Context: an optimization exercise on an open-source flow, tuned for small area. The choices shown serve that exercise and are no tape-out recipe. The RTL was checked by simulation tests, not by an equivalence proof against the original design. Power is estimated from default activity; no workload was simulated.

==> job 8099 <==
==> flow/design.v <==
package key_extract_reli_tx_pkg;
   localparam int PROP_DAT_BIT   = 0;
   localparam int PROP_NACK_BIT  = 1;
   localparam int PROP_LOCAL_BIT = 2;
   localparam int PROP_WIDTH     = 3;
   localparam int DEF_DST_IP_NO         = 104;
   localparam int DEF_SRC_IP_NO         = 0;
   localparam int DEF_IP_WIDTH          = 128;
   localparam int DEF_RSIP_INDEX_NO     = 241;
   localparam int DEF_RSIP_INDEX_WIDTH  = 5;
   localparam int DEF_PKT_PROPERTY_NO   = 246;
   typedef enum logic [1:0] {
      KEY_TYPE_MISS = 2'd0,
      KEY_TYPE_DAT  = 2'd1,
      KEY_TYPE_NACK = 2'd2
   } key_type_e;
   typedef enum logic [1:0] {
      SKID_EMPTY = 2'd0,
      SKID_ONE   = 2'd1,
      SKID_FULL  = 2'd2
   } skid_state_e;
   function automatic logic [1:0] classify(input logic [key_extract_reli_tx_pkg::PROP_WIDTH-1:0] prop);
      if (prop[key_extract_reli_tx_pkg::PROP_DAT_BIT] && prop[key_extract_reli_tx_pkg::PROP_LOCAL_BIT]) begin
         classify = key_extract_reli_tx_pkg::KEY_TYPE_DAT;
      end else if (prop[key_extract_reli_tx_pkg::PROP_NACK_BIT] && prop[key_extract_reli_tx_pkg::PROP_LOCAL_BIT]) begin
         classify = key_extract_reli_tx_pkg::KEY_TYPE_NACK;
      end else begin
         classify = key_extract_reli_tx_pkg::KEY_TYPE_MISS;
      end
   endfunction
endpackage
module reli_tx_skid_buf
#(
   parameter int DATA_WIDTH = 8
) (
   input  logic                  clk,
   input  logic                  rst,
   input  logic [DATA_WIDTH-1:0] in_data,
   input  logic                  in_valid,
   output logic                  in_ready,
   output logic [DATA_WIDTH-1:0] out_data,
   output logic                  out_valid,
   input  logic                  out_ready
);
   logic                  full_q, valid_q;
   logic [DATA_WIDTH-1:0] out_q, skid_q;
   logic                  push, pop;
   logic                  sel_in, sel_skid, sel_hold;
   assign in_ready  = !full_q && !rst;
   assign out_valid = valid_q;
   assign out_data  = out_q;
   assign push      = in_valid && in_ready;
   assign pop       = valid_q && out_ready;
   assign sel_in   = !full_q && (out_ready || !valid_q);
   assign sel_skid = full_q && out_ready;
   assign sel_hold = valid_q && !out_ready;
   always_ff @(posedge clk) begin
      if (rst) begin
         valid_q <= 1'b0;
         full_q  <= 1'b0;
      end else begin
         valid_q <= push || full_q || (valid_q && !out_ready);
         full_q  <= (full_q && !out_ready) || (valid_q && !full_q && push && !out_ready);
      end
   end
   always_ff @(posedge clk) begin
      out_q <= ({DATA_WIDTH{sel_in}}   & in_data)
             | ({DATA_WIDTH{sel_skid}} & skid_q)
             | ({DATA_WIDTH{sel_hold}} & out_q);
      if (!full_q) begin
         skid_q <= in_data;
      end
   end
endmodule
module key_extract_reli_tx
#(
   parameter int PKT_METADATA_WIDTH = 274,
   parameter int KEY_WIDTH          = 133,
   parameter int DST_IP_NO          = key_extract_reli_tx_pkg::DEF_DST_IP_NO,
   parameter int SRC_IP_NO          = key_extract_reli_tx_pkg::DEF_SRC_IP_NO,
   parameter int IP_WIDTH           = key_extract_reli_tx_pkg::DEF_IP_WIDTH,
   parameter int RSIP_INDEX_NO      = key_extract_reli_tx_pkg::DEF_RSIP_INDEX_NO,
   parameter int RSIP_INDEX_WIDTH   = key_extract_reli_tx_pkg::DEF_RSIP_INDEX_WIDTH,
   parameter int PKT_PROPERTY_NO    = key_extract_reli_tx_pkg::DEF_PKT_PROPERTY_NO,
   parameter int NACK_USE_SRC       = 1,
   parameter int FORWARD_MISS       = 1,
   parameter int CNT_WIDTH          = 16
) (
   input  logic                          clk,
   input  logic                          rst,
   input  logic [PKT_METADATA_WIDTH-1:0] s_pkt_metadata_info,
   input  logic                          s_pkt_metadata_valid,
   output logic                          s_pkt_metadata_ready,
   output logic [KEY_WIDTH-1:0]          m_key_info,
   output logic [1:0]                    m_key_type,
   output logic [PKT_METADATA_WIDTH-1:0] m_key_metadata,
   output logic                          m_key_valid,
   input  logic                          m_key_ready,
   input  logic                          stat_clr,
   output logic [CNT_WIDTH-1:0]          stat_dat_cnt,
   output logic [CNT_WIDTH-1:0]          stat_nack_cnt,
   output logic [CNT_WIDTH-1:0]          stat_miss_cnt
);
   logic [key_extract_reli_tx_pkg::PROP_WIDTH-1:0] in_prop, out_prop;
   logic [1:0]                  in_type, out_type;
   logic [KEY_WIDTH-1:0]        out_key;
   logic                        emit, accept;
   logic [PKT_METADATA_WIDTH-1:0] out_meta;
   assign in_prop = s_pkt_metadata_info[PKT_PROPERTY_NO +: key_extract_reli_tx_pkg::PROP_WIDTH];
   assign in_type = key_extract_reli_tx_pkg::classify(in_prop);
   assign emit   = (in_type != key_extract_reli_tx_pkg::KEY_TYPE_MISS) || (FORWARD_MISS != 0);
   assign accept = s_pkt_metadata_valid && s_pkt_metadata_ready;
   reli_tx_skid_buf #(
      .DATA_WIDTH (PKT_METADATA_WIDTH)
   ) u_skid_buf (
      .clk       (clk),
      .rst       (rst),
      .in_data   (s_pkt_metadata_info),
      .in_valid  (s_pkt_metadata_valid && emit),
      .in_ready  (s_pkt_metadata_ready),
      .out_data  (out_meta),
      .out_valid (m_key_valid),
      .out_ready (m_key_ready)
   );
   assign out_prop = out_meta[PKT_PROPERTY_NO +: key_extract_reli_tx_pkg::PROP_WIDTH];
   assign out_type = key_extract_reli_tx_pkg::classify(out_prop);
   always_comb begin
      out_key = '0;
      case (out_type)
         key_extract_reli_tx_pkg::KEY_TYPE_DAT: begin
            out_key[IP_WIDTH-1:0]                 = out_meta[DST_IP_NO +: IP_WIDTH];
            out_key[IP_WIDTH +: RSIP_INDEX_WIDTH] = out_meta[RSIP_INDEX_NO +: RSIP_INDEX_WIDTH];
         end
         key_extract_reli_tx_pkg::KEY_TYPE_NACK: begin
            out_key[IP_WIDTH-1:0]                 = (NACK_USE_SRC != 0) ? out_meta[SRC_IP_NO +: IP_WIDTH]
                                                                        : out_meta[DST_IP_NO +: IP_WIDTH];
            out_key[IP_WIDTH +: RSIP_INDEX_WIDTH] = out_meta[RSIP_INDEX_NO +: RSIP_INDEX_WIDTH];
         end
         default: out_key = '0;
      endcase
   end
   assign m_key_type     = out_type;
   assign m_key_info     = out_key;
   assign m_key_metadata = out_meta;
   always_ff @(posedge clk) begin
      if (rst || stat_clr) begin
         stat_dat_cnt  <= '0;
         stat_nack_cnt <= '0;
         stat_miss_cnt <= '0;
      end else if (accept) begin
         case (in_type)
            key_extract_reli_tx_pkg::KEY_TYPE_DAT:  stat_dat_cnt  <= stat_dat_cnt + CNT_WIDTH'(1);
            key_extract_reli_tx_pkg::KEY_TYPE_NACK: stat_nack_cnt <= stat_nack_cnt + CNT_WIDTH'(1);
            default:       stat_miss_cnt <= stat_miss_cnt + CNT_WIDTH'(1);
         endcase
      end
   end
endmodule
==> flow/run.sh <==
#!/bin/bash
# synth_recipe.tcl (not shown) runs the flow's synth.tcl, then flattens the netlist and writes it again
# the make line also repeats each setting of config.mk as NAME=value (left out here)
make -C /OpenROAD-flow-scripts/flow DESIGN_CONFIG=/design/flow/config.mk WORK_HOME=/design/flow/orfs CLKGATE_MAP_FILE= SYNTH_SCRIPT=/design/flow/synth_recipe.tcl finish
==> flow/config.mk <==
export PLATFORM = sky130hd
export DESIGN_NAME = key_extract_reli_tx
export DESIGN_NICKNAME = key_extract_reli_tx
export VERILOG_FILES = /design/flow/design.v
export SDC_FILE = /design/flow/constraint.sdc
export NUM_CORES = 4
export LEC_CHECK = 0
export CAP_MARGIN = 20
export CORE_MARGIN = 2
export CORE_UTILIZATION = 40
export SLEW_MARGIN = 20
==> flow/constraint.sdc <==
create_clock -name core_clock -period 4.0 [get_ports {clk}]
set_input_delay 0.8000 -clock core_clock [delete_from_list [all_inputs] [get_ports {clk}]]
set_output_delay 0.8000 -clock core_clock [all_outputs]
set_load 0.01 [all_outputs]
==> job 1061: changes against job 8099 <==
==> flow/flow/run.sh (new file) <==
#!/bin/bash
set -euo pipefail
export BUFFER_PORTS_ARGS="-buffer_cell sky130_fd_sc_hd__buf_1"
export CTS_ARGS="-sink_clustering_enable -repair_clock_nets -dont_use_dummy_load -buf_list sky130_fd_sc_hd__clkbuf_4 -sink_clustering_size 10 -sink_clustering_max_diameter 40"
bash standard.sh > flow_make.log 2>&1
==> flow/standard.sh (new file) <==
#!/bin/bash
# synth_recipe.tcl (not shown) runs the flow's synth.tcl, then flattens the netlist and writes it again
# the make line also repeats each setting of config.mk as NAME=value (left out here)
make -C /OpenROAD-flow-scripts/flow DESIGN_CONFIG=/design/flow/config.mk WORK_HOME=/design/flow/orfs CLKGATE_MAP_FILE= SYNTH_SCRIPT=/design/flow/synth_recipe.tcl "${@:-finish}"
Settings changed: CORE_ASPECT_RATIO from default to 0.4, CORE_UTILIZATION 40 to 65.
removed: flow/run.sh
==> results.txt <==
In job 1061 the sequential share of layout area is higher than in job 8099, by 12 points. Of job 1061 and job 8099, job 8099 has the higher critical path depth (gap 1). In area after synthesis, job 1061 and job 8099 do not differ. Against job 8099, the worst hold slack of job 1061 is lower by 200 ps. In job 1061 the via count is larger than in job 8099, by 1.3%.

========
==> job 1665: inputs <==
RTL: the design.v shown in full above, as it stands there.
Settings: LEC_CHECK=0, CAP_MARGIN=20, CORE_ASPECT_RATIO=2, CORE_MARGIN=2, CORE_UTILIZATION=55, SLEW_MARGIN=20; clock period 4.0 ns.
standard.sh (not shown) runs the stock make flow with config.mk's settings and CLKGATE_MAP_FILE= SYNTH_SCRIPT=/design/flow/synth_recipe.tcl, a recipe that flattens the netlist after the stock synthesis.
==> flow/flow/run.sh <==
#!/bin/bash
set -euo pipefail
export BUFFER_PORTS_ARGS="-buffer_cell sky130_fd_sc_hd__buf_1"
export CTS_ARGS="-sink_clustering_enable -repair_clock_nets -dont_use_dummy_load -buf_list sky130_fd_sc_hd__clkbuf_8 -sink_clustering_size 16 -sink_clustering_max_diameter 50"
bash standard.sh > flow_make.log 2>&1
==> inputs of job 1365, as changes to job 1665 <==
==> flow/flow/run.sh (replaced) <==
#!/bin/bash
set -euo pipefail
export BUFFER_PORTS_ARGS="-buffer_cell sky130_fd_sc_hd__buf_1"
export CTS_ARGS="-sink_clustering_enable -repair_clock_nets -dont_use_dummy_load -buf_list sky130_fd_sc_hd__clkbuf_4 -sink_clustering_size 8 -sink_clustering_max_diameter 30"
bash standard.sh > flow_make.log 2>&1
- CAP_MARGIN: 20 -> 5
- CORE_ASPECT_RATIO: 2 -> 0.4
- CORE_UTILIZATION: 55 -> 65
- SLEW_MARGIN: 20 -> 5
==> inputs of job 4889, as changes to job 1665 <==
- CORE_ASPECT_RATIO: 2 -> not set
- CORE_UTILIZATION: 55 -> 40
==> inputs of job 4869, as changes to job 1665 <==
==> flow/flow/run.sh (replaced) <==
#!/bin/bash
set -euo pipefail
export BUFFER_PORTS_ARGS="-buffer_cell sky130_fd_sc_hd__buf_1"
export CTS_ARGS="-sink_clustering_enable -repair_clock_nets -dont_use_dummy_load -buf_list sky130_fd_sc_hd__clkbuf_4 -sink_clustering_size 10 -sink_clustering_max_diameter 40"
bash standard.sh > flow_make.log 2>&1
- CORE_ASPECT_RATIO: 2 -> not set
- CORE_UTILIZATION: 55 -> 40
==> results.txt <==
item	job 4889	job 1665	job 1365	job 4869
Placement row count	84	102	42	84
Nonclk inv count	282	-	282	282
Endpoint of the most critical setup path	m_key_info[8]	-	m_key_info[102]	m_key_info[8]
Actual slew at the worst max-slew pin	0.908 ns	-	1.00 ns	0.904 ns
Commonest non-fill, non-tap cell in the layout	buf_1	-	buf_1	buf_1
Type of destination of the critical path	output port	-	output port	output port
CTS clock-pin slew for the worst setup and hold paths	0.10 ns	-	0.09 ns	0.10 ns
Endpoint of the worst register-to-register path	u_skid_buf.skid_q[233]	-	stat_dat_cnt[15]	u_skid_buf.skid_q[110]
Internal power contribution	8.64 mW	-	8.37 mW	8.41 mW
Status	no timing/DRC/antenna violations	stopped before the end	no timing/DRC/antenna violations	no timing/DRC/antenna violations
Last stage reached	-	3_2_place_iop	-	-
Met3 routing resource usage after global routing	6.33%	-	7.56%	6.89%
Sinks on the clock net	598	-	598	598
Hold Path Depth	1	-	1	1
Worst R2R Path Depth	2	-	4	2
Main power group	registers	-	registers	registers
Non-filler instance count after layout	3020	-	2792	3052
Vias in the first global route	16500	-	15900	16700
Critical register-to-register path startpoint	u_skid_buf.full_q	-	u_skid_buf.full_q	u_skid_buf.full_q
Detailed route wirelength on metal3	6.93 mm	-	6.11 mm	7.12 mm
Overflow left after global routing	0	-	0	0
Number of input and output port buffers inserted	737	-	737	737
VDD IR-drop max	0.292 mV	-	0.277 mV	0.254 mV
Rel. slew slack	39.5%	-	33.2%	39.7%
Initial core utilization	40.6%	55.5%	65.5%	40.6%

========
==> exp/xenon <==
// key_extract_reli_tx: RTL as listed in full above, without the edits since
Settings: LEC_CHECK=0, CAP_MARGIN=20, CORE_ASPECT_RATIO=0.4, CORE_MARGIN=2, CORE_UTILIZATION=65, SLEW_MARGIN=20; clock period 4.0 ns.
==> flow/flow/run.sh <==
#!/bin/bash
set -euo pipefail
export BUFFER_PORTS_ARGS="-buffer_cell sky130_fd_sc_hd__buf_1"
export CTS_ARGS="-sink_clustering_enable -repair_clock_nets -dont_use_dummy_load -buf_list sky130_fd_sc_hd__clkbuf_4 -sink_clustering_size 10 -sink_clustering_max_diameter 35"
bash standard.sh > flow_make.log 2>&1
==> exp/umber: changes against exp/xenon <==
==> flow/flow/run.sh (replaced) <==
#!/bin/bash
set -euo pipefail
export BUFFER_PORTS_ARGS="-buffer_cell sky130_fd_sc_hd__buf_1"
export CTS_ARGS="-sink_clustering_enable -repair_clock_nets -dont_use_dummy_load -buf_list sky130_fd_sc_hd__clkbuf_8 -sink_clustering_size 22 -sink_clustering_max_diameter 45"
bash standard.sh > flow_make.log 2>&1
--- a/flow/config.mk
+++ b/flow/config.mk
@@ -6,7 +6,6 @@
 export NUM_CORES = 4
 export LEC_CHECK = 0
 export CAP_MARGIN = 20
-export CORE_ASPECT_RATIO = 0.4
 export CORE_MARGIN = 2
-export CORE_UTILIZATION = 65
+export CORE_UTILIZATION = 40
 export SLEW_MARGIN = 20
==> results.txt <==
                                                                            exp/umber                exp/xenon
Run status                                                    complete, no violations  complete, no violations
Capturing element of the worst setup path                             m_key_info[122]          m_key_info[102]
CTS Buf Count                                                                      67                       69
Count of plain and timing-repair buffers in the layout                            760                      758
End of the worst register-to-register path                     u_skid_buf.skid_q[236]         stat_dat_cnt[15]
Hold path endpoint                                             u_skid_buf.skid_q[139]   u_skid_buf.skid_q[165]
Final period demand of the worst path                                         3130 ps                  3450 ps
Area growth syn-to-layout                                                       20.8%                    17.0%
Sw Share                                                                        0.267                    0.273
Register share of total power                                                   0.595                    0.639
Final-layout non-clock buffer area share                                        0.120                    0.121
Routed wirelength normalized by instance count                                23.7 um                  23.5 um
Portion of total power attributed to the clock network                          0.285                    0.234
Clock tree root buffer cell                                                  clkbuf_8                 clkbuf_4
Area of the die                                                             55600 um2                34700 um2
Met1 Use GR                                                                     0.298                    0.512
Transition at the pin with the smallest max-transition slack                   916 ps                  1020 ps
Routability cong.                                                               0.862                    0.914
Starting density of the core                                                    0.406                    0.655
Number of well taps                                                               688                      440
Core region area                                                            52900 um2                32800 um2
Slowest Stage Delay on Critical Path                                           450 ps                   680 ps
Sequential cell area share                                                      0.567                    0.585
Post-Place Worst Slack                                                        1150 ps                  1230 ps

========
==> run a: inputs <==
RTL: the design.v shown in full above, as it stands there.
==> flow/config.mk <==
export PLATFORM = sky130hd
export DESIGN_NAME = key_extract_reli_tx
export DESIGN_NICKNAME = key_extract_reli_tx
export VERILOG_FILES = /design/flow/design.v
export SDC_FILE = /design/flow/constraint.sdc
export NUM_CORES = 4
export LEC_CHECK = 0
export CAP_MARGIN = 20
export CORE_ASPECT_RATIO = 0.4
export CORE_MARGIN = 2
export CORE_UTILIZATION = 65
export SLEW_MARGIN = 20
==> flow/constraint.sdc <==
create_clock -name core_clock -period 4.0 [get_ports {clk}]
set_input_delay 0.8000 -clock core_clock [delete_from_list [all_inputs] [get_ports {clk}]]
set_output_delay 0.8000 -clock core_clock [all_outputs]
set_load 0.01 [all_outputs]
==> flow/flow/run.sh <==
#!/bin/bash
set -euo pipefail
export BUFFER_PORTS_ARGS="-buffer_cell sky130_fd_sc_hd__buf_1"
export CTS_ARGS="-sink_clustering_enable -repair_clock_nets -dont_use_dummy_load -buf_list sky130_fd_sc_hd__clkbuf_4 -sink_clustering_size 8 -sink_clustering_max_diameter 30"
bash standard.sh > flow_make.log 2>&1
==> inputs of run b, as changes to run a <==
==> flow/flow/run.sh (replaced) <==
#!/bin/bash
set -euo pipefail
export BUFFER_PORTS_ARGS="-buffer_cell sky130_fd_sc_hd__buf_1"
export CTS_ARGS="-sink_clustering_enable -repair_clock_nets -dont_use_dummy_load -buf_list sky130_fd_sc_hd__clkbuf_16 -sink_clustering_size 60 -sink_clustering_max_diameter 150"
bash standard.sh > flow_make.log 2>&1
CORE_ASPECT_RATIO = unset   (was 0.4)
==> inputs of run c, as changes to run a <==
==> flow/flow/run.sh (replaced) <==
#!/bin/bash
set -euo pipefail
export BUFFER_PORTS_ARGS="-buffer_cell sky130_fd_sc_hd__buf_1"
export CTS_ARGS="-sink_clustering_enable -repair_clock_nets -dont_use_dummy_load -buf_list sky130_fd_sc_hd__clkbuf_16 -sink_clustering_size 30 -sink_clustering_max_diameter 60"
bash standard.sh > flow_make.log 2>&1
CORE_ASPECT_RATIO = unset   (was 0.4)
CORE_UTILIZATION = 40   (was 65)
==> inputs of run d, as changes to run a <==
==> flow/flow/run.sh (replaced) <==
#!/bin/bash
set -euo pipefail
export BUFFER_PORTS_ARGS="-buffer_cell sky130_fd_sc_hd__buf_1"
export CTS_ARGS="-sink_clustering_enable -repair_clock_nets -dont_use_dummy_load -buf_list sky130_fd_sc_hd__clkbuf_4 -sink_clustering_size 10 -sink_clustering_max_diameter 40"
bash standard.sh > flow_make.log 2>&1
CORE_ASPECT_RATIO = 0.5   (was 0.4)
CORE_UTILIZATION = 55   (was 65)
==> summary.txt <==
Clock network
  • Clock Tree Buf Depth: 3

Worst setup path
  • Setup crit end: m_key_info[114]
  • Launching point of the worst reg2reg path: u_skid_buf.valid_q$_SDFF_PP0_
  • Critical Path Max Stage Delay: 0.48 ns
  • Buf/Inv on CP: 2

Run status
  • Run status: no timing/DRC/antenna violations

Cells and area
  • Fin cells: 2868

Drt
  • DR pass1 iterations: 13

Timing
  • Final worst slack: 0.625 ns
  • Hold Violations, Final: 0

Pwr
  • Total combinational power: 1440 uW
the above is filed under run d

==> summary.txt <==
Timing
  • Final worst slack: 0.992 ns
  • Hold Violations, Final: 0

Drt
  • DR pass1 iterations: 10

Worst setup path
  • Launching point of the worst reg2reg path: u_skid_buf.full_q$_SDFF_PP0_
  • Setup crit end: m_key_info[8]
  • Critical Path Max Stage Delay: 0.49 ns

Run status
  • Run status: no timing/DRC/antenna violations

Cells and area
  • Fin cells: 3003

Pwr
  • Total combinational power: 1450 uW
the above is filed under run c

==> summary.txt <==
Run status
  • Run status: did not finish
  • Failing step: 3_2_place_iop
  • First Err: [ERROR PPL-0024] Number of IO pins (738) exceeds maximum number of available positions (666). Increase the die perimeter from 743.06um to 1003.68um.

Synthesis
  • Number of synthesized flops with an enable pin: 274
  • Top-count cell post-synth: dfxtp_1
  • Share of flip-flops with an asynchronous set or reset: 0%
  • Syn avg cell area: 13.2 um2
  • Synth Area in Compound Gates: 19.3%
  • Commonest cells post-synth: dfxtp_1 (324), inv_1 (282), a222oi_1 (274), edfxtp_1 (274), a22o_1 (128)
  • Cell taking the most area after synthesis: edfxtp_1
the above is filed under run b

==> summary.txt <==
Run status
  • Run status: no timing/DRC/antenna violations

Placed design
  • DP Area: 24600 um2

Worst setup path
  • Launching point of the worst reg2reg path: u_skid_buf.full_q$_SDFF_PP0_
  • Critical Path Max Stage Delay: 0.68 ns
  • Buf/Inv on CP: 2

Cells and area
  • Fin cells: 2792
  • Area added between synthesis and finish: 17.6%

Timing
  • Final setup viols: 0
  • Hold Violations, Final: 0
  • Final worst slack: 0.538 ns

Clock network
  • Clock Tree Buf Depth: 3

Synthesis
  • Main synth FF type: dfxtp_1

Pwr
  • Pwr dens: 456 nW/um2
  • Total combinational power: 1430 uW
the above is filed under run a

==> static timing again, ports no longer ideal <==
In the flow no input, the clock included, has a driving cell. The finished layouts below were timed again as built, in two steps.
Step 1: set_driving_cell puts a clkbuf_16 on clk and a buf_2 on each other input, an assumption about the parent block.
Step 2 also shifts input and output timing later by t, the mid clock arrival at the registers, as if the neighbouring blocks saw the same clock.
Three values: no drivers, after step 1, after step 2; two values: the first two.
run	t, ns	setup WS [ns]	slew at the worst register clock pin (ns)	worst slew at a driven data input, ns
job 8099	0.669	0.485 / 0.424 / 1.024	0.06 / 0.06	0.14
job 1061	0.781	0.567 / 0.514 / 1.200	0.12 / 0.12	0.14
job 1365	0.826	0.538 / 0.479 / 1.204	0.10 / 0.10	0.15
job 4889	0.683	0.881 / 0.821 / 1.146	0.10 / 0.10	0.14
job 4869	0.849	0.737 / 0.681 / 1.128	0.11 / 0.11	0.12
exp/xenon	0.816	0.549 / 0.492 / 1.209	0.12 / 0.12	0.15
exp/umber	0.674	0.875 / 0.817 / 1.142	0.11 / 0.11	0.14
run a	0.826	0.538 / 0.479 / 1.204	0.10 / 0.10	0.15
run c	0.619	0.992 / 0.930 / 1.105	0.11 / 0.11	0.13
run d	0.790	0.625 / 0.568 / 1.230	0.12 / 0.12	0.12
After both steps setup and hold are still met in every run listed.
